From an optimization exercise on the open Yosys and OpenROAD flow, aimed at small area, a short achievable clock period and few clock cycles; shortcuts taken in it are not production practice.
No run shown here included a check of the RTL's function; only the layout flow was run.
No activity file was given, so power comes from the tool's default toggle rates.

==> design.v <==
package mac_pkg;
    localparam int MAC_DW = 8;
    localparam int PW = 2 * MAC_DW + 2;
    typedef enum logic {
        IDLE,
        ACC
    } acc_state_e;
    function automatic logic signed [PW-1:0] mul_ext(
        input logic [MAC_DW-1:0] a,
        input logic              a_sgn,
        input logic [MAC_DW-1:0] w,
        input logic              w_sgn
    );
        logic signed [MAC_DW:0] ax;
        logic signed [MAC_DW:0] wx;
        ax = $signed({a_sgn & a[MAC_DW-1], a});
        wx = $signed({w_sgn & w[MAC_DW-1], w});
        mul_ext = ax * wx;
    endfunction
endpackage
module mac_lane (
    input  logic        clk,
    input  logic        take,     
    input  logic        v,        
    input  logic [7:0]  a,
    input  logic [7:0]  w,
    input  logic        a_sgn,
    input  logic        w_sgn,
    input  logic        clr,      
    output logic [23:0] q,
    output logic        ovf
);
    logic [7:0] pp [8];
    logic [6:0] px, py;
    logic       pz, km, kf, ke;
    for (genvar i = 0; i < 8; i++) begin : g_pp
        assign pp[i] = w & {8{a[i]}};
    end
    for (genvar i = 0; i < 7; i++) begin : g_px
        assign px[i] = (a[7] & w[i]) ^ a_sgn;
        assign py[i] = (a[i] & w[7]) ^ w_sgn;
    end
    assign pz = (a[7] & w[7]) ^ a_sgn ^ w_sgn;
    assign km = a_sgn ^ w_sgn;
    assign kf = a_sgn & w_sgn;
    assign ke = a_sgn | w_sgn;
    logic n1, n2, n3, n4, n5, n6, n7, n8, n9, n10, n11, n12, n13, n14, n15, n16, n17, n18, n19, n20, n21, n22, n23, n24, n25, n26, n27, n28, n29, n30, n31, n32, n33, n34, n35, n36, n37, n38, n39, n40, n41, n42, n43, n44, n45, n46, n47, n48, n49, n50, n51, n52, n53, n54, n55, n56, n57, n58, n59, n60, n61, n62, n63, n64, n65, n66, n67, n68, n69, n70, n71, n72, n73, n74, n75, n76, n77, n78, n79, n80, n81, n82, n83, n84;
    assign n1 = pp[0][6] ^ pp[1][5];
    assign n2 = pp[0][6] & pp[1][5];
    assign n3 = pp[1][6] ^ pp[2][5] ^ pp[3][4];
    assign n4 = (pp[1][6] & pp[2][5]) | (pp[1][6] & pp[3][4]) | (pp[2][5] & pp[3][4]);
    assign n5 = pp[4][3] ^ pp[5][2] ^ pp[6][1];
    assign n6 = (pp[4][3] & pp[5][2]) | (pp[4][3] & pp[6][1]) | (pp[5][2] & pp[6][1]);
    assign n7 = pp[2][6] ^ pp[3][5] ^ pp[4][4];
    assign n8 = (pp[2][6] & pp[3][5]) | (pp[2][6] & pp[4][4]) | (pp[3][5] & pp[4][4]);
    assign n9 = pp[5][3] ^ pp[6][2] ^ py[1];
    assign n10 = (pp[5][3] & pp[6][2]) | (pp[5][3] & py[1]) | (pp[6][2] & py[1]);
    assign n11 = pp[3][6] ^ pp[4][5] ^ pp[5][4];
    assign n12 = (pp[3][6] & pp[4][5]) | (pp[3][6] & pp[5][4]) | (pp[4][5] & pp[5][4]);
    assign n13 = pp[0][4] ^ pp[1][3];
    assign n14 = pp[0][4] & pp[1][3];
    assign n15 = pp[0][5] ^ pp[1][4] ^ pp[2][3];
    assign n16 = (pp[0][5] & pp[1][4]) | (pp[0][5] & pp[2][3]) | (pp[1][4] & pp[2][3]);
    assign n17 = pp[3][2] ^ pp[4][1];
    assign n18 = pp[3][2] & pp[4][1];
    assign n19 = pp[2][4] ^ pp[3][3] ^ pp[4][2];
    assign n20 = (pp[2][4] & pp[3][3]) | (pp[2][4] & pp[4][2]) | (pp[3][3] & pp[4][2]);
    assign n21 = pp[5][1] ^ pp[6][0] ^ n1;
    assign n22 = (pp[5][1] & pp[6][0]) | (pp[5][1] & n1) | (pp[6][0] & n1);
    assign n23 = n2 ^ py[0] ^ px[0];
    assign n24 = (n2 & py[0]) | (n2 & px[0]) | (py[0] & px[0]);
    assign n25 = km ^ n3 ^ n5;
    assign n26 = (km & n3) | (km & n5) | (n3 & n5);
    assign n27 = n4 ^ n6 ^ px[1];
    assign n28 = (n4 & n6) | (n4 & px[1]) | (n6 & px[1]);
    assign n29 = kf ^ n7 ^ n9;
    assign n30 = (kf & n7) | (kf & n9) | (n7 & n9);
    assign n31 = pp[6][3] ^ n8 ^ py[2];
    assign n32 = (pp[6][3] & n8) | (pp[6][3] & py[2]) | (n8 & py[2]);
    assign n33 = px[2] ^ n11 ^ n10;
    assign n34 = (px[2] & n11) | (px[2] & n10) | (n11 & n10);
    assign n35 = pp[4][6] ^ pp[5][5] ^ pp[6][4];
    assign n36 = (pp[4][6] & pp[5][5]) | (pp[4][6] & pp[6][4]) | (pp[5][5] & pp[6][4]);
    assign n37 = n12 ^ py[3] ^ px[3];
    assign n38 = (n12 & py[3]) | (n12 & px[3]) | (py[3] & px[3]);
    assign n39 = pp[5][6] ^ pp[6][5] ^ py[4];
    assign n40 = (pp[5][6] & pp[6][5]) | (pp[5][6] & py[4]) | (pp[6][5] & py[4]);
    assign n41 = pp[0][3] ^ pp[1][2];
    assign n42 = pp[0][3] & pp[1][2];
    assign n43 = pp[2][2] ^ pp[3][1] ^ pp[4][0];
    assign n44 = (pp[2][2] & pp[3][1]) | (pp[2][2] & pp[4][0]) | (pp[3][1] & pp[4][0]);
    assign n45 = pp[5][0] ^ n14 ^ n17;
    assign n46 = (pp[5][0] & n14) | (pp[5][0] & n17) | (n14 & n17);
    assign n47 = n18 ^ n16 ^ n19;
    assign n48 = (n18 & n16) | (n18 & n19) | (n16 & n19);
    assign n49 = n20 ^ n22 ^ n23;
    assign n50 = (n20 & n22) | (n20 & n23) | (n22 & n23);
    assign n51 = n24 ^ n26 ^ n27;
    assign n52 = (n24 & n26) | (n24 & n27) | (n26 & n27);
    assign n53 = n28 ^ n31 ^ n33;
    assign n54 = (n28 & n31) | (n28 & n33) | (n31 & n33);
    assign n55 = n35 ^ n32 ^ n37;
    assign n56 = (n35 & n32) | (n35 & n37) | (n32 & n37);
    assign n57 = n36 ^ px[4] ^ n38;
    assign n58 = (n36 & px[4]) | (n36 & n38) | (px[4] & n38);
    assign n59 = pp[6][6] ^ py[5] ^ px[5];
    assign n60 = (pp[6][6] & py[5]) | (pp[6][6] & px[5]) | (py[5] & px[5]);
    assign n61 = pp[0][2] ^ pp[1][1];
    assign n62 = pp[0][2] & pp[1][1];
    assign n63 = pp[2][1] ^ pp[3][0] ^ n41;
    assign n64 = (pp[2][1] & pp[3][0]) | (pp[2][1] & n41) | (pp[3][0] & n41);
    assign n65 = n42 ^ n13 ^ n43;
    assign n66 = (n42 & n13) | (n42 & n43) | (n13 & n43);
    assign n67 = n44 ^ n15 ^ n45;
    assign n68 = (n44 & n15) | (n44 & n45) | (n15 & n45);
    assign n69 = n46 ^ n21 ^ n47;
    assign n70 = (n46 & n21) | (n46 & n47) | (n21 & n47);
    assign n71 = n48 ^ n25 ^ n49;
    assign n72 = (n48 & n25) | (n48 & n49) | (n25 & n49);
    assign n73 = n50 ^ n29 ^ n51;
    assign n74 = (n50 & n29) | (n50 & n51) | (n29 & n51);
    assign n75 = n30 ^ n52 ^ n53;
    assign n76 = (n30 & n52) | (n30 & n53) | (n52 & n53);
    assign n77 = n34 ^ n55 ^ n54;
    assign n78 = (n34 & n55) | (n34 & n54) | (n55 & n54);
    assign n79 = n39 ^ n57 ^ n56;
    assign n80 = (n39 & n57) | (n39 & n56) | (n57 & n56);
    assign n81 = n40 ^ n59 ^ n58;
    assign n82 = (n40 & n59) | (n40 & n58) | (n59 & n58);
    assign n83 = py[6] ^ px[6] ^ n60;
    assign n84 = (py[6] & px[6]) | (py[6] & n60) | (px[6] & n60);
    logic [31:0] rows_d, rows_q;
    assign rows_d = {ke, ke, ke, n84, pz, n82, n83, n80, n81, n78, n79, n76, n77, n74, n75, n72, n73, n70, n71, n68, n69, n66, n67, n64, n65, n62, n63, n61, pp[2][0], pp[1][0], pp[0][1], pp[0][0]};
    always_ff @(posedge clk) rows_q <= take ? rows_d : '0;
    logic [17:0] r0, r1, x, y;
    logic [15:0] g, p, cy, t;
    assign r0 = {rows_q[31], rows_q[30], rows_q[29], rows_q[27], rows_q[25], rows_q[23], rows_q[21], rows_q[19], rows_q[17], rows_q[15], rows_q[13], rows_q[11], rows_q[9], rows_q[7], rows_q[5], rows_q[3], rows_q[1], rows_q[0]};
    assign r1 = {1'b0, 1'b0, 1'b0, rows_q[28], rows_q[26], rows_q[24], rows_q[22], rows_q[20], rows_q[18], rows_q[16], rows_q[14], rows_q[12], rows_q[10], rows_q[8], rows_q[6], rows_q[4], rows_q[2], 1'b0};
    assign x = {r0[17:16] ^ r1[17:16], r0[15:0] ^ r1[15:0] ^ q[15:0]};
    assign y = {(r0[16:0] & r1[16:0]) | ({1'b0, r0[15:0]} & {1'b0, q[15:0]}) | ({1'b0, r1[15:0]} & {1'b0, q[15:0]}), 1'b0};
    assign g = x[15:0] & y[15:0];
    assign p = x[15:0] ^ y[15:0];
    logic gk0_1, pk0_1;
    assign gk0_1 = g[1] | (p[1] & g[0]);
    assign pk0_1 = p[1] & p[0];
    logic gk0_3, pk0_3;
    assign gk0_3 = g[3] | (p[3] & g[2]);
    assign pk0_3 = p[3] & p[2];
    logic gk0_5, pk0_5;
    assign gk0_5 = g[5] | (p[5] & g[4]);
    assign pk0_5 = p[5] & p[4];
    logic gk0_7, pk0_7;
    assign gk0_7 = g[7] | (p[7] & g[6]);
    assign pk0_7 = p[7] & p[6];
    logic gk0_9, pk0_9;
    assign gk0_9 = g[9] | (p[9] & g[8]);
    assign pk0_9 = p[9] & p[8];
    logic gk0_11, pk0_11;
    assign gk0_11 = g[11] | (p[11] & g[10]);
    assign pk0_11 = p[11] & p[10];
    logic gk0_13, pk0_13;
    assign gk0_13 = g[13] | (p[13] & g[12]);
    assign pk0_13 = p[13] & p[12];
    logic gk0_15, pk0_15;
    assign gk0_15 = g[15] | (p[15] & g[14]);
    assign pk0_15 = p[15] & p[14];
    logic gk1_2, pk1_2;
    assign gk1_2 = g[2] | (p[2] & gk0_1);
    assign pk1_2 = p[2] & pk0_1;
    logic gk1_3, pk1_3;
    assign gk1_3 = gk0_3 | (pk0_3 & gk0_1);
    assign pk1_3 = pk0_3 & pk0_1;
    logic gk1_6, pk1_6;
    assign gk1_6 = g[6] | (p[6] & gk0_5);
    assign pk1_6 = p[6] & pk0_5;
    logic gk1_7, pk1_7;
    assign gk1_7 = gk0_7 | (pk0_7 & gk0_5);
    assign pk1_7 = pk0_7 & pk0_5;
    logic gk1_10, pk1_10;
    assign gk1_10 = g[10] | (p[10] & gk0_9);
    assign pk1_10 = p[10] & pk0_9;
    logic gk1_11, pk1_11;
    assign gk1_11 = gk0_11 | (pk0_11 & gk0_9);
    assign pk1_11 = pk0_11 & pk0_9;
    logic gk1_14, pk1_14;
    assign gk1_14 = g[14] | (p[14] & gk0_13);
    assign pk1_14 = p[14] & pk0_13;
    logic gk1_15, pk1_15;
    assign gk1_15 = gk0_15 | (pk0_15 & gk0_13);
    assign pk1_15 = pk0_15 & pk0_13;
    logic gk2_4, pk2_4;
    assign gk2_4 = g[4] | (p[4] & gk1_3);
    assign pk2_4 = p[4] & pk1_3;
    logic gk2_5, pk2_5;
    assign gk2_5 = gk0_5 | (pk0_5 & gk1_3);
    assign pk2_5 = pk0_5 & pk1_3;
    logic gk2_6, pk2_6;
    assign gk2_6 = gk1_6 | (pk1_6 & gk1_3);
    assign pk2_6 = pk1_6 & pk1_3;
    logic gk2_7, pk2_7;
    assign gk2_7 = gk1_7 | (pk1_7 & gk1_3);
    assign pk2_7 = pk1_7 & pk1_3;
    logic gk2_12, pk2_12;
    assign gk2_12 = g[12] | (p[12] & gk1_11);
    assign pk2_12 = p[12] & pk1_11;
    logic gk2_13, pk2_13;
    assign gk2_13 = gk0_13 | (pk0_13 & gk1_11);
    assign pk2_13 = pk0_13 & pk1_11;
    logic gk2_14, pk2_14;
    assign gk2_14 = gk1_14 | (pk1_14 & gk1_11);
    assign pk2_14 = pk1_14 & pk1_11;
    logic gk2_15, pk2_15;
    assign gk2_15 = gk1_15 | (pk1_15 & gk1_11);
    assign pk2_15 = pk1_15 & pk1_11;
    logic gk3_8, pk3_8;
    assign gk3_8 = g[8] | (p[8] & gk2_7);
    assign pk3_8 = p[8] & pk2_7;
    logic gk3_9, pk3_9;
    assign gk3_9 = gk0_9 | (pk0_9 & gk2_7);
    assign pk3_9 = pk0_9 & pk2_7;
    logic gk3_10, pk3_10;
    assign gk3_10 = gk1_10 | (pk1_10 & gk2_7);
    assign pk3_10 = pk1_10 & pk2_7;
    logic gk3_11, pk3_11;
    assign gk3_11 = gk1_11 | (pk1_11 & gk2_7);
    assign pk3_11 = pk1_11 & pk2_7;
    logic gk3_12, pk3_12;
    assign gk3_12 = gk2_12 | (pk2_12 & gk2_7);
    assign pk3_12 = pk2_12 & pk2_7;
    logic gk3_13, pk3_13;
    assign gk3_13 = gk2_13 | (pk2_13 & gk2_7);
    assign pk3_13 = pk2_13 & pk2_7;
    logic gk3_14, pk3_14;
    assign gk3_14 = gk2_14 | (pk2_14 & gk2_7);
    assign pk3_14 = pk2_14 & pk2_7;
    logic gk3_15, pk3_15;
    assign gk3_15 = gk2_15 | (pk2_15 & gk2_7);
    assign pk3_15 = pk2_15 & pk2_7;
    assign cy[0] = g[0];
    assign cy[1] = gk0_1;
    assign cy[2] = gk1_2;
    assign cy[3] = gk1_3;
    assign cy[4] = gk2_4;
    assign cy[5] = gk2_5;
    assign cy[6] = gk2_6;
    assign cy[7] = gk2_7;
    assign cy[8] = gk3_8;
    assign cy[9] = gk3_9;
    assign cy[10] = gk3_10;
    assign cy[11] = gk3_11;
    assign cy[12] = gk3_12;
    assign cy[13] = gk3_13;
    assign cy[14] = gk3_14;
    assign cy[15] = gk3_15;
    assign t = p ^ {cy[14:0], 1'b0};
    logic [7:0]  hi, hi_up, hi_dn, hi_nx;
    logic [1:0]  u0;
    logic        is_max, is_min, dn0, dn1, up0, up1, sel_dn, sel_up, pos, neg;
    assign hi     = q[23:16];
    assign is_max = hi == 8'h7f;
    assign is_min = hi == 8'h80;
    assign hi_up  = is_max ? 8'h7f : hi + 8'd1;
    assign hi_dn  = is_min ? 8'h80 : hi - 8'd1;
    assign u0     = x[17:16] + y[17:16];
    assign dn0    = u0 == 2'b11;
    assign dn1    = u0 == 2'b10;
    assign up0    = u0 == 2'b01;
    assign up1    = u0 == 2'b00;
    assign sel_dn = cy[15] ? dn1 : dn0;
    assign sel_up = cy[15] ? up1 : up0;
    assign hi_nx  = ({8{sel_dn}} & hi_dn) | ({8{sel_up}} & hi_up) | ({8{!(sel_dn || sel_up)}} & hi);
    assign pos    = sel_up && is_max;
    assign neg    = sel_dn && is_min;
    always_ff @(posedge clk) begin
        if (clr) begin
            q   <= '0;
            ovf <= 1'b0;
        end else begin
            q   <= {hi_nx, (t & ~{16{neg}}) | {16{pos}}};
            ovf <= ovf | pos | neg;
        end
    end
endmodule
module mac_acc_array #(
    parameter int DW    = mac_pkg::MAC_DW,
    parameter int LANES = 8,
    parameter int ACCW  = 2 * DW + 8
) (
    input  logic                  clk,
    input  logic                  rst_n,
    input  logic                  in_valid,
    output logic                  in_ready,
    input  logic [LANES*DW-1:0]   A,
    input  logic [LANES*DW-1:0]   W,
    input  logic                  Asigned,
    input  logic                  Wsigned,
    input  logic                  acc_clr,
    input  logic                  acc_last,
    output logic                  out_valid,
    input  logic                  out_ready,
    output logic [LANES*ACCW-1:0] Q,
    output logic [LANES-1:0]      ovf
);
    logic take;
    logic v1;
    logic last1;
    logic in_burst;
    logic clr;
    logic blk;
    assign in_ready = !blk && (!out_valid || out_ready);
    assign take     = in_valid && !(v1 && last1) && (!out_valid || out_ready);
    assign clr = take && (acc_clr || !(v1 || in_burst));
    always_ff @(posedge clk or negedge rst_n) begin
        if (!rst_n) begin
            v1        <= 1'b0;
            blk       <= 1'b0;
            in_burst  <= 1'b0;
            out_valid <= 1'b0;
        end else begin
            v1        <= take;
            blk       <= take && acc_last;
            out_valid <= (v1 && last1) || (out_valid && !out_ready);
            if (v1) begin
                in_burst <= !last1;
            end
        end
    end
    always_ff @(posedge clk) begin
        last1 <= acc_last;
    end
    for (genvar i = 0; i < LANES; i++) begin : g_lane
        mac_lane u_lane (
            .clk  (clk),
            .take (take),
            .v    (v1),
            .clr  (clr),
            .a    (A[i*DW +: DW]),
            .w    (W[i*DW +: DW]),
            .a_sgn(Asigned),
            .w_sgn(Wsigned),
            .q    (Q[i*ACCW +: ACCW]),
            .ovf  (ovf[i])
        );
    end
endmodule
==> flow/run.sh <==
#!/bin/bash
# Own layout flow: the standard flow with two changes.
#  1. After the standard synthesis, full-adder cells are rewired to their
#     complemented inputs/outputs where that removes inverters
#     (fa_polarity.py; same logic function, same registers).
#  2. Ports are buffered with a small buffer instead of the default delay cell.
# Each tool's output goes to a log file of its own in the work folder.
set -euo pipefail
W=$(pwd)
R=$W/orfs/results/$FLOW_PLATFORM/mac_acc_array/base
bash standard.sh "$R/1_2_yosys.v" > "$W/flow_synth.log" 2>&1
cp "$R/1_2_yosys.v" "$W/1_2_yosys.standard.v"
python3 "$W/flow/fa_polarity.py" "$W/1_2_yosys.standard.v" "$R/1_2_yosys.v" > "$W/flow_fa_polarity.log" 2>&1
touch "$R/1_2_yosys.v" "$R/1_2_yosys.sdc"
BUFFER_PORTS_ARGS="-buffer_cell ${PORT_BUFFER:-sky130_fd_sc_hd__buf_1}" \
  bash standard.sh finish > "$W/flow_layout.log" 2>&1
==> flow/fa_polarity.py <==
#!/usr/bin/env python3
"""Remove inverters around full-adder cells in a mapped netlist.

A full adder is self-dual: FA(~a, ~b, ~c) = (~sum, ~cout). For each fa cell
this rewires it to the complemented inputs and outputs whenever that leaves
fewer inverters, then drops inverters left without loads. The logic function
of every net that is kept is unchanged.

Usage: fa_polarity.py IN.v OUT.v
"""
import re
import sys

INV = "sky130_fd_sc_hd__inv_1"
cell_re = re.compile(r"^  (sky130_fd_sc_hd__\w+) (\S+)\s+\(\n((?:    \.\w+\([^)]*\),?\n)+)  \);\n", re.M)
pin_re = re.compile(r"\.(\w+)\(([^)]*)\)")
OUTPINS = {"X", "Y", "Q", "Q_N", "COUT", "SUM", "HI", "LO"}

src = open(sys.argv[1]).read()
cells = {}
order = []
spans = []
for m in cell_re.finditer(src):
    typ, name, body = m.group(1), m.group(2), m.group(3)
    pins = dict((p, n.strip()) for p, n in pin_re.findall(body))
    cells[name] = [typ, pins]
    order.append(name)
    spans.append((m.start(), m.end()))
first, last = spans[0][0], spans[-1][1]
head, tail = src[:first], src[last:]
assert "sky130_fd_sc_hd__" not in tail and "sky130_fd_sc_hd__" not in head, "unparsed cells"
assert all(spans[i][1] == spans[i + 1][0] for i in range(len(spans) - 1)), "cells not contiguous"

drv = {}
loads = {}
def rebuild():
    drv.clear(); loads.clear()
    for c, (t, pins) in cells.items():
        for p, n in pins.items():
            if p in OUTPINS:
                drv[n] = (c, p)
            else:
                loads.setdefault(n, []).append((c, p))
rebuild()

# nets that are module ports: their loads include the outside world
ports = set()
for m in re.finditer(r"^\s*(input|output)\s+(?:\[[^\]]*\]\s*)?([^;]+);", head, re.M):
    for n in m.group(2).split(","):
        ports.add(n.strip())
def is_port(n):
    return n in ports or n.split("[")[0].strip() in ports

def inv_driver(n):
    d = drv.get(n)
    if d and cells[d[0]][0] == INV:
        return d[0]
    return None

def inv_from(n):
    for (c, p) in loads.get(n, []):
        if cells[c][0] == INV:
            return c
    return None

newid = [0]
newwires = []
def new_net():
    newid[0] += 1
    n = f"_fapol{newid[0]}_"
    newwires.append(n)
    return n
def new_inv(a, y):
    newid[0] += 1
    c = f"_fapolinv{newid[0]}_"
    cells[c] = [INV, {"A": a, "Y": y}]
    order.append(c)
    drv[y] = (c, "Y")
    loads.setdefault(a, []).append((c, "A"))
    return c

def delta(f):
    t, pins = cells[f]
    ins = [pins["A"], pins["B"], pins["CIN"]]
    if len(set(ins)) < 3:
        return None
    d = 0
    for x in ins:
        i = inv_driver(x)
        if i:
            if len(loads.get(x, [])) == 1 and not is_port(x):
                d -= 1
        elif not inv_from(x):
            d += 1
    for p in ("SUM", "COUT"):
        o = pins[p]
        if is_port(o):
            d += 1
            continue
        ls = loads.get(o, [])
        invs = [c for (c, _) in ls if cells[c][0] == INV and not is_port(cells[c][1]["Y"])]
        d -= len(invs)
        if len(ls) > len(invs):
            d += 1
    return d

def flip(f):
    t, pins = cells[f]
    for p in ("A", "B", "CIN"):
        x = pins[p]
        loads[x].remove((f, p))
        i = inv_driver(x)
        if i:
            y = cells[i][1]["A"]
        else:
            j = inv_from(x)
            if j:
                y = cells[j][1]["Y"]
            else:
                y = new_net()
                new_inv(x, y)
        pins[p] = y
        loads.setdefault(y, []).append((f, p))
    for p in ("SUM", "COUT"):
        o = pins[p]
        on = new_net()
        pins[p] = on
        drv[on] = (f, p)
        del drv[o]
        ls = list(loads.get(o, []))
        rest = []
        for (c, cp) in ls:
            if cells[c][0] == INV and not is_port(cells[c][1]["Y"]):
                z = cells[c][1]["Y"]
                for (c2, p2) in loads.get(z, []):
                    cells[c2][1][p2] = on
                    loads.setdefault(on, []).append((c2, p2))
                loads[z] = []
                del drv[z]
                cells[c][1]["A"] = None  # mark dead
            else:
                rest.append((c, cp))
        loads[o] = []
        if rest or is_port(o):
            loads[o] = rest
            new_inv(on, o)

def sweep():
    # drop inverters whose output has no loads (and is no port)
    removed = 0
    changed = True
    while changed:
        changed = False
        for c in list(cells):
            t, pins = cells[c]
            if t != INV:
                continue
            if pins["A"] is None:
                del cells[c]; removed += 1; changed = True
                continue
            y = pins["Y"]
            if not loads.get(y) and not is_port(y):
                a = pins["A"]
                if (c, "A") in loads.get(a, []):
                    loads[a].remove((c, "A"))
                drv.pop(y, None)
                del cells[c]; removed += 1; changed = True
    return removed

import os
MAXF = int(os.environ.get("MAXFLIPS", "1000000"))
nflips = 0
n_inv0 = sum(1 for c in cells.values() if c[0] == INV)
for it in range(20):
    gain = 0
    for f in [c for c in order if c in cells and cells[c][0].startswith("sky130_fd_sc_hd__fa_")]:
        d = delta(f)
        if d is not None and d < 0 and nflips < MAXF:
            nflips += 1
            flip(f)
            sweep()
            gain += 1
    if not gain:
        break
sweep()
n_inv1 = sum(1 for c in cells.values() if c[0] == INV)

out = [head]
for c in order:
    if c not in cells:
        continue
    t, pins = cells[c]
    body = ",\n".join(f"    .{p}({n}{' ' if n.startswith(chr(92)) else ''})" for p, n in pins.items())
    sp = " " if c.startswith(chr(92)) else ""
    out.append(f"  {t} {c}{sp} (\n{body}\n  );\n")
out.append(tail)
text = "".join(out)
if newwires:
    # declare the new nets right after the module header
    k = text.index(";\n", text.index("module ")) + 2
    text = text[:k] + "".join(f"  wire {n};\n" for n in newwires) + text[k:]
open(sys.argv[2], "w").write(text)
print(f"fa_polarity: inverters {n_inv0} -> {n_inv1}")
==> standard.sh <==
#!/bin/bash
# synth_recipe.tcl (not shown) runs the flow's synth.tcl, then flattens the netlist and writes it again
# the make line also repeats each setting of config.mk as NAME=value (left out here)
make -C /OpenROAD-flow-scripts/flow DESIGN_CONFIG=/design/flow/config.mk WORK_HOME=/design/flow/orfs CLKGATE_MAP_FILE= SYNTH_SCRIPT=/design/flow/synth_recipe.tcl "${@:-finish}"
==> config.mk <==
export PLATFORM = sky130hd
export DESIGN_NAME = mac_acc_array
export DESIGN_NICKNAME = mac_acc_array
export VERILOG_FILES = /design/flow/design.v
export SDC_FILE = /design/flow/constraint.sdc
export NUM_CORES = 4
export LEC_CHECK = 0
export CAP_MARGIN = 20
export CORE_MARGIN = 2
export CORE_UTILIZATION = 40
export SETUP_SLACK_MARGIN = 2.3
export SLEW_MARGIN = 20
==> constraint.sdc <==
create_clock -name core_clock -period 5.6 [get_ports {clk}]
set_input_delay 1.1200 -clock core_clock [delete_from_list [all_inputs] [get_ports {clk}]]
set_output_delay 1.1200 -clock core_clock [all_outputs]
set_load 0.01 [all_outputs]
==> flow_summary.json, run 1 <==
{
  "critPathRequiredTime_ns": 6.12,
  "startpoint_type": "flip-flop",
  "critical_path_arrival_ns": 3.85,
  "nets": 4583,
  "htreeDepth": 2,
  "finalHoldViolCount": 0,
  "antenna_found_initial": 1,
  "worst_pin_slew_ns": 1.19,
  "grt_pass1_vias": 25200,
  "whs_ns": 0.403,
  "dp_slack_ns": 1.29,
  "drt-initial-drc-count": 1260,
  "die_y_um": 292,
  "grt_max_degree": 120,
  "setup_viol": 0,
  "rr_worst_depth": 14,
  "drive_gt1_share_pct": 10.9,
  "grt_util_all_layers_pct": 20.5,
  "power_density_nw_per_um2": 469,
  "start_util_pct": 40.4,
  "critPathCaptureType": "flip-flop",
  "crit_fanout": 5,
  "crit_slowest_cell": "fa_1",
  "r2r_end": "g_lane[3].u_lane.q[16]$_SDFF_PP0_",
  "max_cap_viol_count": 0,
  "ios": 338,
  "ir_drop_uv": 197,
  "slew_violations": 0,
  "fin_crit_sh_pct": 59.5,
  "rsz0062_at_grt": "true",
  "synth_nets": 4262,
  "final.fill_count": 7739,
  "clockBufferDepth": 3,
  "finalSetupTns_ns": 0,
  "clock-sinks": 438,
  "syn_inst": 3484,
  "cts_root_buffer": "clkbuf_16",
  "coreArea_um2": 82200,
  "finalWorstSetupSlack_ns": 2.27,
  "p_leak_uw": 0.0174,
  "gp_congestion": 0.847,
  "num_vias": 24900,
  "status": "complete, no violations",
  "register_area_um2": 8800,
  "stdcell_area_um2": 39100,
  "post_dp_cell_area_um2": 35800,
  "avgSynthCellArea_um2": 9.55,
  "clock-skew-final_ns": 0.0263,
  "syn_area_um2": 33300,
  "die_x_um": 292,
  "r2r_slack_ns": 2.27,
  "crit_chain": "fa_1 > ha_1 > a21oi_2 > nor2b_2 > a311o_1 > a31o_4 > a21o_1 > a21oi_2 > ha_2 > buf_6 > nor2b_4 > buf_6 > o31ai_2 > a21oi_1",
  "reg2reg_from": "g_lane[3].u_lane.rows_q[3]$_SDFF_PN0_",
  "tritoncts": "built",
  "dr.pass1.iters": 5,
  "synth_warnings": 3,
  "slew_headroom_pct": 20.4,
  "grt-ovfl-total": 0,
  "cp-startpoint": "g_lane[3].u_lane.rows_q[3]$_SDFF_PN0_",
  "grt_pass1_wl_mm": 141,
  "drc": 0,
  "crit_end": "g_lane[3].u_lane.q[16]$_SDFF_PP0_",
  "hp-class": "in -> async",
  "syn_to_final_growth_pct": 17.4,
  "std_cell_rows": 105,
  "place_hpwl_mm": 65.6,
  "worstSetupPathType": "reg -> reg",
  "dieArea_um2": 85500,
  "min_period_ns": 3.33,
  "max_stage_delay_ns": 0.56,
  "via_per_inst": 5.06,
  "drt-total-wl_mm": 88.8,
  "wl_per_cell_um": 18.1,
  "multi_input_area_um2": 24000,
  "fmax_ghz": 0.300,
  "portBuffers": 337,
  "clkSlewWorstSetupHoldPaths_ns": 0.06,
  "numCtsBuffers": 54,
  "post-route-util_pct": 47.5,
  "clk-insertion-delay-late_ns": 0.62,
  "ant_nets": 0
}
## worst min path at each step
stage	startpoint	end	slack, ns	cells after the start
floorplan	last1$_DFF_P_	in_burst$_DFFE_PN0P_	0.41	1
global placement	last1$_DFF_P_	in_burst$_DFFE_PN0P_	0.44	1
detailed placement	last1$_DFF_P_	in_burst$_DFFE_PN0P_	0.43	1
CTS	rst_n	v1$_DFF_PN0_	0.37	1
global route	rst_n	in_burst$_DFFE_PN0P_	0.38	1
finish	rst_n	in_burst$_DFFE_PN0P_	0.40	1
## worst max-delay path: cells and delay by family, from the launching register on
| family | cells | cell delay (ns) |
|---|---|---|
| AND/OR/NAND/NOR | 2 | 0.31 |
| buffers and inverters | 2 | 0.26 |
| flip-flops | 1 | 0.32 |
| adder cells (fa/ha/maj) | 3 | 1.02 |
| AO/OA/AOI/OAI | 7 | 1.35 |
## sequential cells by signal, summed over array words and instances (netlist names)
name	flops
v1	1
g_lane.u_lane.ovf	8
g_lane.u_lane.rows_q	233
in_burst	1
out_valid	1
g_lane.u_lane.q	192
last1	1
blk	1
## report_power, final
part	internal (uW)	switching, uW
Sequential	4080	1060
Combinational	4280	5150
Clock	2300	1460
Total	10700	7670
## through the flow
stage | cells | power, uW
CTS | 4884 | 18100
detailed placement | 4754 | 13900
finish | 4920 | 18300
floorplan | 3484 | 11600
global route | 4919 | 20100
global placement | 4754 | 13800
## cell type report
class                   instances  area share (%)
repair buffers                413            5.18
clock buffers                  74            4.04
well taps                    1070            3.43
clock inverters                26           0.910
multi-input cells            2649            61.4
diodes                          1         0.00641
flip-flops and latches        438            22.5
repair inverters                1          0.0288
inverters                     248            2.52
## layout by cell type (no fill, tap or decap), types with 14 or more instances in the layout
cell type,count
nor3_1,36
clkbuf_2,26
or3_1,21
ha_1,192
inv_1,230
and3_1,41
a31oi_1,22
a21oi_2,27
a21oi_1,225
and2_1,381
a21o_1,37
o22ai_1,16
xnor2_1,152
nand2b_1,20
fa_2,28
xnor2_2,16
xor2_1,54
fa_1,404
buf_1,309
dfxtp_1,428
nor2_1,126
nand2_1,439
nand3_1,69
nand4_1,33
o21ai_0,72
ha_4,14
clkbuf_16,56
buf_4,60
## layer usage
metal,track usage (%),wire (um),up-vias
li1,-,-,12000
met2,33.7,42200,557
met3,3.01,4150,134
met5,0,13,-
met4,6.49,2460,2
met1,27.9,40000,12200
## repair_timing
item,in CTS,in global routing
hold buffers,0,0
cloned,0,2
buffers inserted,30,33
setup endpoints to repair,249,215
resized for setup,75,119
pin swaps,21,55
==> run 2: changes to the inputs <==
--- a/design.v
+++ b/design.v
@@ -48,14 +48,14 @@
     assign n1 = pp[0][6] ^ pp[1][5];
     assign n2 = pp[0][6] & pp[1][5];
-    assign n3 = pp[1][6] ^ pp[2][5] ^ pp[3][4];
-    assign n4 = (pp[1][6] & pp[2][5]) | (pp[1][6] & pp[3][4]) | (pp[2][5] & pp[3][4]);
-    assign n5 = pp[4][3] ^ pp[5][2] ^ pp[6][1];
-    assign n6 = (pp[4][3] & pp[5][2]) | (pp[4][3] & pp[6][1]) | (pp[5][2] & pp[6][1]);
-    assign n7 = pp[2][6] ^ pp[3][5] ^ pp[4][4];
-    assign n8 = (pp[2][6] & pp[3][5]) | (pp[2][6] & pp[4][4]) | (pp[3][5] & pp[4][4]);
-    assign n9 = pp[5][3] ^ pp[6][2] ^ py[1];
-    assign n10 = (pp[5][3] & pp[6][2]) | (pp[5][3] & py[1]) | (pp[6][2] & py[1]);
-    assign n11 = pp[3][6] ^ pp[4][5] ^ pp[5][4];
-    assign n12 = (pp[3][6] & pp[4][5]) | (pp[3][6] & pp[5][4]) | (pp[4][5] & pp[5][4]);
+    assign n3 = py[0] ^ pp[1][6] ^ pp[2][5];
+    assign n4 = (py[0] & pp[1][6]) | (py[0] & pp[2][5]) | (pp[1][6] & pp[2][5]);
+    assign n5 = pp[3][4] ^ pp[4][3] ^ pp[5][2];
+    assign n6 = (pp[3][4] & pp[4][3]) | (pp[3][4] & pp[5][2]) | (pp[4][3] & pp[5][2]);
+    assign n7 = py[1] ^ pp[2][6] ^ pp[3][5];
+    assign n8 = (py[1] & pp[2][6]) | (py[1] & pp[3][5]) | (pp[2][6] & pp[3][5]);
+    assign n9 = pp[4][4] ^ pp[5][3] ^ pp[6][2];
+    assign n10 = (pp[4][4] & pp[5][3]) | (pp[4][4] & pp[6][2]) | (pp[5][3] & pp[6][2]);
+    assign n11 = py[2] ^ pp[3][6] ^ pp[4][5];
+    assign n12 = (py[2] & pp[3][6]) | (py[2] & pp[4][5]) | (pp[3][6] & pp[4][5]);
     assign n13 = pp[0][4] ^ pp[1][3];
     assign n14 = pp[0][4] & pp[1][3];
@@ -68,22 +68,22 @@
     assign n21 = pp[5][1] ^ pp[6][0] ^ n1;
     assign n22 = (pp[5][1] & pp[6][0]) | (pp[5][1] & n1) | (pp[6][0] & n1);
-    assign n23 = n2 ^ py[0] ^ px[0];
-    assign n24 = (n2 & py[0]) | (n2 & px[0]) | (py[0] & px[0]);
-    assign n25 = km ^ n3 ^ n5;
-    assign n26 = (km & n3) | (km & n5) | (n3 & n5);
-    assign n27 = n4 ^ n6 ^ px[1];
-    assign n28 = (n4 & n6) | (n4 & px[1]) | (n6 & px[1]);
-    assign n29 = kf ^ n7 ^ n9;
-    assign n30 = (kf & n7) | (kf & n9) | (n7 & n9);
-    assign n31 = pp[6][3] ^ n8 ^ py[2];
-    assign n32 = (pp[6][3] & n8) | (pp[6][3] & py[2]) | (n8 & py[2]);
-    assign n33 = px[2] ^ n11 ^ n10;
-    assign n34 = (px[2] & n11) | (px[2] & n10) | (n11 & n10);
-    assign n35 = pp[4][6] ^ pp[5][5] ^ pp[6][4];
-    assign n36 = (pp[4][6] & pp[5][5]) | (pp[4][6] & pp[6][4]) | (pp[5][5] & pp[6][4]);
-    assign n37 = n12 ^ py[3] ^ px[3];
-    assign n38 = (n12 & py[3]) | (n12 & px[3]) | (py[3] & px[3]);
-    assign n39 = pp[5][6] ^ pp[6][5] ^ py[4];
-    assign n40 = (pp[5][6] & pp[6][5]) | (pp[5][6] & py[4]) | (pp[6][5] & py[4]);
+    assign n23 = pp[6][1] ^ px[0] ^ km;
+    assign n24 = (pp[6][1] & px[0]) | (pp[6][1] & km) | (px[0] & km);
+    assign n25 = n2 ^ n3 ^ n5;
+    assign n26 = (n2 & n3) | (n2 & n5) | (n3 & n5);
+    assign n27 = px[1] ^ kf ^ n4;
+    assign n28 = (px[1] & kf) | (px[1] & n4) | (kf & n4);
+    assign n29 = n6 ^ n7 ^ n9;
+    assign n30 = (n6 & n7) | (n6 & n9) | (n7 & n9);
+    assign n31 = pp[5][4] ^ pp[6][3] ^ px[2];
+    assign n32 = (pp[5][4] & pp[6][3]) | (pp[5][4] & px[2]) | (pp[6][3] & px[2]);
+    assign n33 = n8 ^ n10 ^ n11;
+    assign n34 = (n8 & n10) | (n8 & n11) | (n10 & n11);
+    assign n35 = py[3] ^ pp[4][6] ^ pp[5][5];
+    assign n36 = (py[3] & pp[4][6]) | (py[3] & pp[5][5]) | (pp[4][6] & pp[5][5]);
+    assign n37 = pp[6][4] ^ px[3] ^ n12;
+    assign n38 = (pp[6][4] & px[3]) | (pp[6][4] & n12) | (px[3] & n12);
+    assign n39 = py[4] ^ pp[5][6] ^ pp[6][5];
+    assign n40 = (py[4] & pp[5][6]) | (py[4] & pp[6][5]) | (pp[5][6] & pp[6][5]);
     assign n41 = pp[0][3] ^ pp[1][2];
     assign n42 = pp[0][3] & pp[1][2];
@@ -94,16 +94,16 @@
     assign n47 = n18 ^ n16 ^ n19;
     assign n48 = (n18 & n16) | (n18 & n19) | (n16 & n19);
-    assign n49 = n20 ^ n22 ^ n23;
-    assign n50 = (n20 & n22) | (n20 & n23) | (n22 & n23);
-    assign n51 = n24 ^ n26 ^ n27;
-    assign n52 = (n24 & n26) | (n24 & n27) | (n26 & n27);
-    assign n53 = n28 ^ n31 ^ n33;
-    assign n54 = (n28 & n31) | (n28 & n33) | (n31 & n33);
-    assign n55 = n35 ^ n32 ^ n37;
-    assign n56 = (n35 & n32) | (n35 & n37) | (n32 & n37);
-    assign n57 = n36 ^ px[4] ^ n38;
-    assign n58 = (n36 & px[4]) | (n36 & n38) | (px[4] & n38);
-    assign n59 = pp[6][6] ^ py[5] ^ px[5];
-    assign n60 = (pp[6][6] & py[5]) | (pp[6][6] & px[5]) | (py[5] & px[5]);
+    assign n49 = n20 ^ n23 ^ n22;
+    assign n50 = (n20 & n23) | (n20 & n22) | (n23 & n22);
+    assign n51 = n24 ^ n27 ^ n26;
+    assign n52 = (n24 & n27) | (n24 & n26) | (n27 & n26);
+    assign n53 = n31 ^ n28 ^ n30;
+    assign n54 = (n31 & n28) | (n31 & n30) | (n28 & n30);
+    assign n55 = n32 ^ n35 ^ n37;
+    assign n56 = (n32 & n35) | (n32 & n37) | (n35 & n37);
+    assign n57 = px[4] ^ n36 ^ n39;
+    assign n58 = (px[4] & n36) | (px[4] & n39) | (n36 & n39);
+    assign n59 = py[5] ^ pp[6][6] ^ px[5];
+    assign n60 = (py[5] & pp[6][6]) | (py[5] & px[5]) | (pp[6][6] & px[5]);
     assign n61 = pp[0][2] ^ pp[1][1];
     assign n62 = pp[0][2] & pp[1][1];
@@ -118,12 +118,12 @@
     assign n71 = n48 ^ n25 ^ n49;
     assign n72 = (n48 & n25) | (n48 & n49) | (n25 & n49);
-    assign n73 = n50 ^ n29 ^ n51;
-    assign n74 = (n50 & n29) | (n50 & n51) | (n29 & n51);
-    assign n75 = n30 ^ n52 ^ n53;
-    assign n76 = (n30 & n52) | (n30 & n53) | (n52 & n53);
-    assign n77 = n34 ^ n55 ^ n54;
-    assign n78 = (n34 & n55) | (n34 & n54) | (n55 & n54);
-    assign n79 = n39 ^ n57 ^ n56;
-    assign n80 = (n39 & n57) | (n39 & n56) | (n57 & n56);
+    assign n73 = n29 ^ n50 ^ n51;
+    assign n74 = (n29 & n50) | (n29 & n51) | (n50 & n51);
+    assign n75 = n33 ^ n52 ^ n53;
+    assign n76 = (n33 & n52) | (n33 & n53) | (n52 & n53);
+    assign n77 = n34 ^ n54 ^ n55;
+    assign n78 = (n34 & n54) | (n34 & n55) | (n54 & n55);
+    assign n79 = n38 ^ n57 ^ n56;
+    assign n80 = (n38 & n57) | (n38 & n56) | (n57 & n56);
     assign n81 = n40 ^ n59 ^ n58;
     assign n82 = (n40 & n59) | (n40 & n58) | (n59 & n58);
==> run 2 against run 1 <==
Cell count rose by 0.33%. Largest power group unchanged. Combinational power fell by 3.0%. Sequential share of layout area about the same. Non-clock buffer count fell by 15. Still clean on timing, DRC and antenna.
==> flow_summary.json, run 2 <==
{
  "finalWorstSetupSlack_ns": 2.31,
  "rsz0062_at_grt": "true",
  "drc": 0,
  "drt-total-wl_mm": 97.3,
  "largest_register_ffs": 233,
  "clock-sinks": 438,
  "start_util_pct": 40.5,
  "drive_gt1_share_pct": 10.0,
  "clkSlewWorstSetupHoldPaths_ns": 0.06,
  "cp_num_buf_inv": 2,
  "hp-class": "in -> async",
  "p_leak_uw": 0.0177,
  "cts_root_buffer": "clkbuf_16",
  "crit_fanout": 6,
  "clk-insertion-delay-late_ns": 0.64,
  "grt_max_degree": 123,
  "tritoncts": "built",
  "ctsHoldBuffers": 0,
  "slew_violations": 0,
  "fin_crit_sh_pct": 58.8,
  "syn_inst": 3508,
  "fmax_ghz": 0.304,
  "num_vias": 26100,
  "grt_pass1_wl_mm": 151,
  "grt-ovfl-total": 0,
  "ir_drop_uv": 339,
  "grt_use_met1_pct": 31.3,
  "place_hpwl_mm": 71.7,
  "grt_util_met3_pct": 3.81,
  "power_density_nw_per_um2": 470,
  "nets": 4582,
  "crit_chain": "clkbuf_16 > buf_4 > xnor2_1 > fa_2 > fa_2 > fa_1 > fa_1 > and3_1",
  "worstSetupPathType": "in -> reg",
  "p_clk_share_pct": 21.7,
  "critPathTopFamily": "adder cells",
  "regMostFlops": "g_lane.u_lane.rows_q",
  "htreeDepth": 2,
  "die_x_um": 293,
  "finalSetupTns_ns": 0,
  "grt_util_all_layers_pct": 22.4,
  "die_y_um": 293,
  "synth_nets": 4286,
  "slew_headroom_pct": 37.8,
  "dieArea_um2": 85800,
  "min_period_ns": 3.29,
  "critical_path_arrival_ns": 3.81,
  "dr.pass1.iters": 7,
  "worst_pin_slew_ns": 0.932,
  "dp_slack_ns": 1.13,
  "max_stage_delay_ns": 0.51,
  "critPathCaptureType": "flip-flop",
  "p_sw_uw": 7710,
  "p_int_uw": 10600,
  "syn_to_final_growth_pct": 16.9,
  "portBuffers": 337,
  "via_per_inst": 5.28,
  "switching_share_pct": 42.0,
  "ios": 338,
  "stdcell_count": 4936,
  "startpoint_type": "primary input",
  "drt-initial-drc-count": 1539,
  "reg_top3": "g_lane.u_lane.rows_q: 233 flops, g_lane.u_lane.q: 192 flops, g_lane.u_lane.ovf: 8 flops",
  "clock-skew-final_ns": 0.0388,
  "setup_viol": 0,
  "combinationalPowerShare_pct": 49.9,
  "critPathRequiredTime_ns": 6.12,
  "wl_per_cell_um": 19.7,
  "std_cell_rows": 105,
  "avgSynthCellArea_um2": 9.52,
  "max_cap_viol_count": 0,
  "gp_congestion": 0.884,
  "crit_slowest_cell": "fa_1",
  "mostFrequentLayoutCell": "nand2_1",
  "mostFrequentLayoutCells": "nand2_1 (443), dfxtp_1 (428), fa_1 (380)",
  "coreArea_um2": 82400,
  "busiest_layer": "met2",
  "synth_warnings": 3,
  "grt_pass1_vias": 26000,
  "dp_cells": 4768,
  "status": "complete, no violations",
  "grtUsageMet2_pct": 35.4,
  "syn_area_um2": 33400,
  "numCtsBuffers": 56,
  "finalHoldViolCount": 0,
  "antenna_found_initial": 25,
  "post-route-util_pct": 47.4,
  "clockBufferDepth": 3,
  "power_frac_seq_pct": 28.4,
  "ant_nets": 0
}
==> run 2: path summary, 6_finish.rpt <==
check / startpoint / endpoint / slack [ns] / depth (start not counted)
max: Wsigned / g_lane[1].u_lane.rows_q[15]$_SDFF_PN0_ / 2.31 / 8
min: rst_n / in_burst$_DFFE_PN0P_ / 0.36 / 1
max reg2reg: g_lane[0].u_lane.q[4]$_SDFF_PP0_ / g_lane[0].u_lane.q[20]$_SDFF_PP0_ / 2.43 / 13
min reg2reg: g_lane[2].u_lane.ovf$_SDFF_PP0_ / g_lane[2].u_lane.ovf$_SDFF_PP0_ / 0.46 / 2
max in group asynchronous: rst_n / blk$_DFF_PN0_ / 5.03 / 1
min in group core_clock: g_lane[2].u_lane.ovf$_SDFF_PP0_ / g_lane[2].u_lane.ovf$_SDFF_PP0_ / 0.46 / 2
==> run 2: through the flow <==
stage | instance area, um^2 | hold WS, ns | total power (uW)
3_3_place_gp | 35900 | 0.451 | 13800
3_5_place_dp | 35900 | 0.456 | 14000
4_1_cts | 38300 | 0.325 | 18200
5_1_grt | 39000 | 0.367 | 20000
6_report | 39000 | 0.356 | 18300
2_1_floorplan | 34100 | 0.430 | 11600
==> run 2: area by class of cell <==
type	count	area, um^2
Tap cell	1070	1340
Multi-Input combinational cell	2697	24000
Timing Repair Buffer	398	1950
Clock inverter	31	454
Antenna cell	14	35.0
Fill cell	7897	43300
Clock buffer	75	1580
Sequential cell	438	8800
Inverter	212	830
Timing Repair inverter	1	11.3
==> run 2: routing by layer <==
metal | routed length, um | share of wire (%)
met1 | 43300 | 45
met2 | 45000 | 46
met3 | 6490 | 6.7
met4 | 2360 | 2.4
met5 | 139 | 0.14
==> run 2: timing repair <==
item | in CTS | in global routing
cloned | 1 | 2
resized for setup | 46 | 100
pin swaps | 9 | 24
buffers inserted | 16 | 29
endpoints found under the hold margin | 0 | 0
endpoints found under the setup margin | 235 | 135
==> run 2: power by group through the flow <==
stage / logic [uW] / registers (uW) / clock network [uW]
floorplan: 6570 / 5040 / 0
global placement: 8570 / 5270 / 0
detailed placement: 8750 / 5270 / 0
CTS: 8940 / 5210 / 4080
global route: 10500 / 5360 / 4190
finish: 9140 / 5210 / 3990

-- afterwards: timing with drivers on the ports --
In the flow no input, the clock included, has a driving cell. The finished layouts below were timed again as built, in two steps. Step 1: set_driving_cell puts a clkbuf_16 on clk and a buf_2 on each other input, an assumption about the parent block. Step 2 times the ports against the registers' clock, not the clock port: input delays grow and output delays shrink by t, the midpoint of the rising clock arrivals with the driver on. a / b / c = no drivers / after step 1 / after step 2; a / b = the first two.
run | t (ns) | slack for setup (ns) | worst setup path at the end | worst slew at a driven data input, ns | cell pins on the clock port's net
run 1 | 0.665 | 2.270 / 2.270 / 1.694 | input to register | 0.12 | 1
run 2 | 0.685 | 2.307 / 2.150 / 1.465 | input to register | 0.24 | 1
After both steps setup and hold are still met in every run listed. For run 2, which loses most, drivers alone change the setup slack by -0.157 ns; drivers and shift together by -0.842 ns.
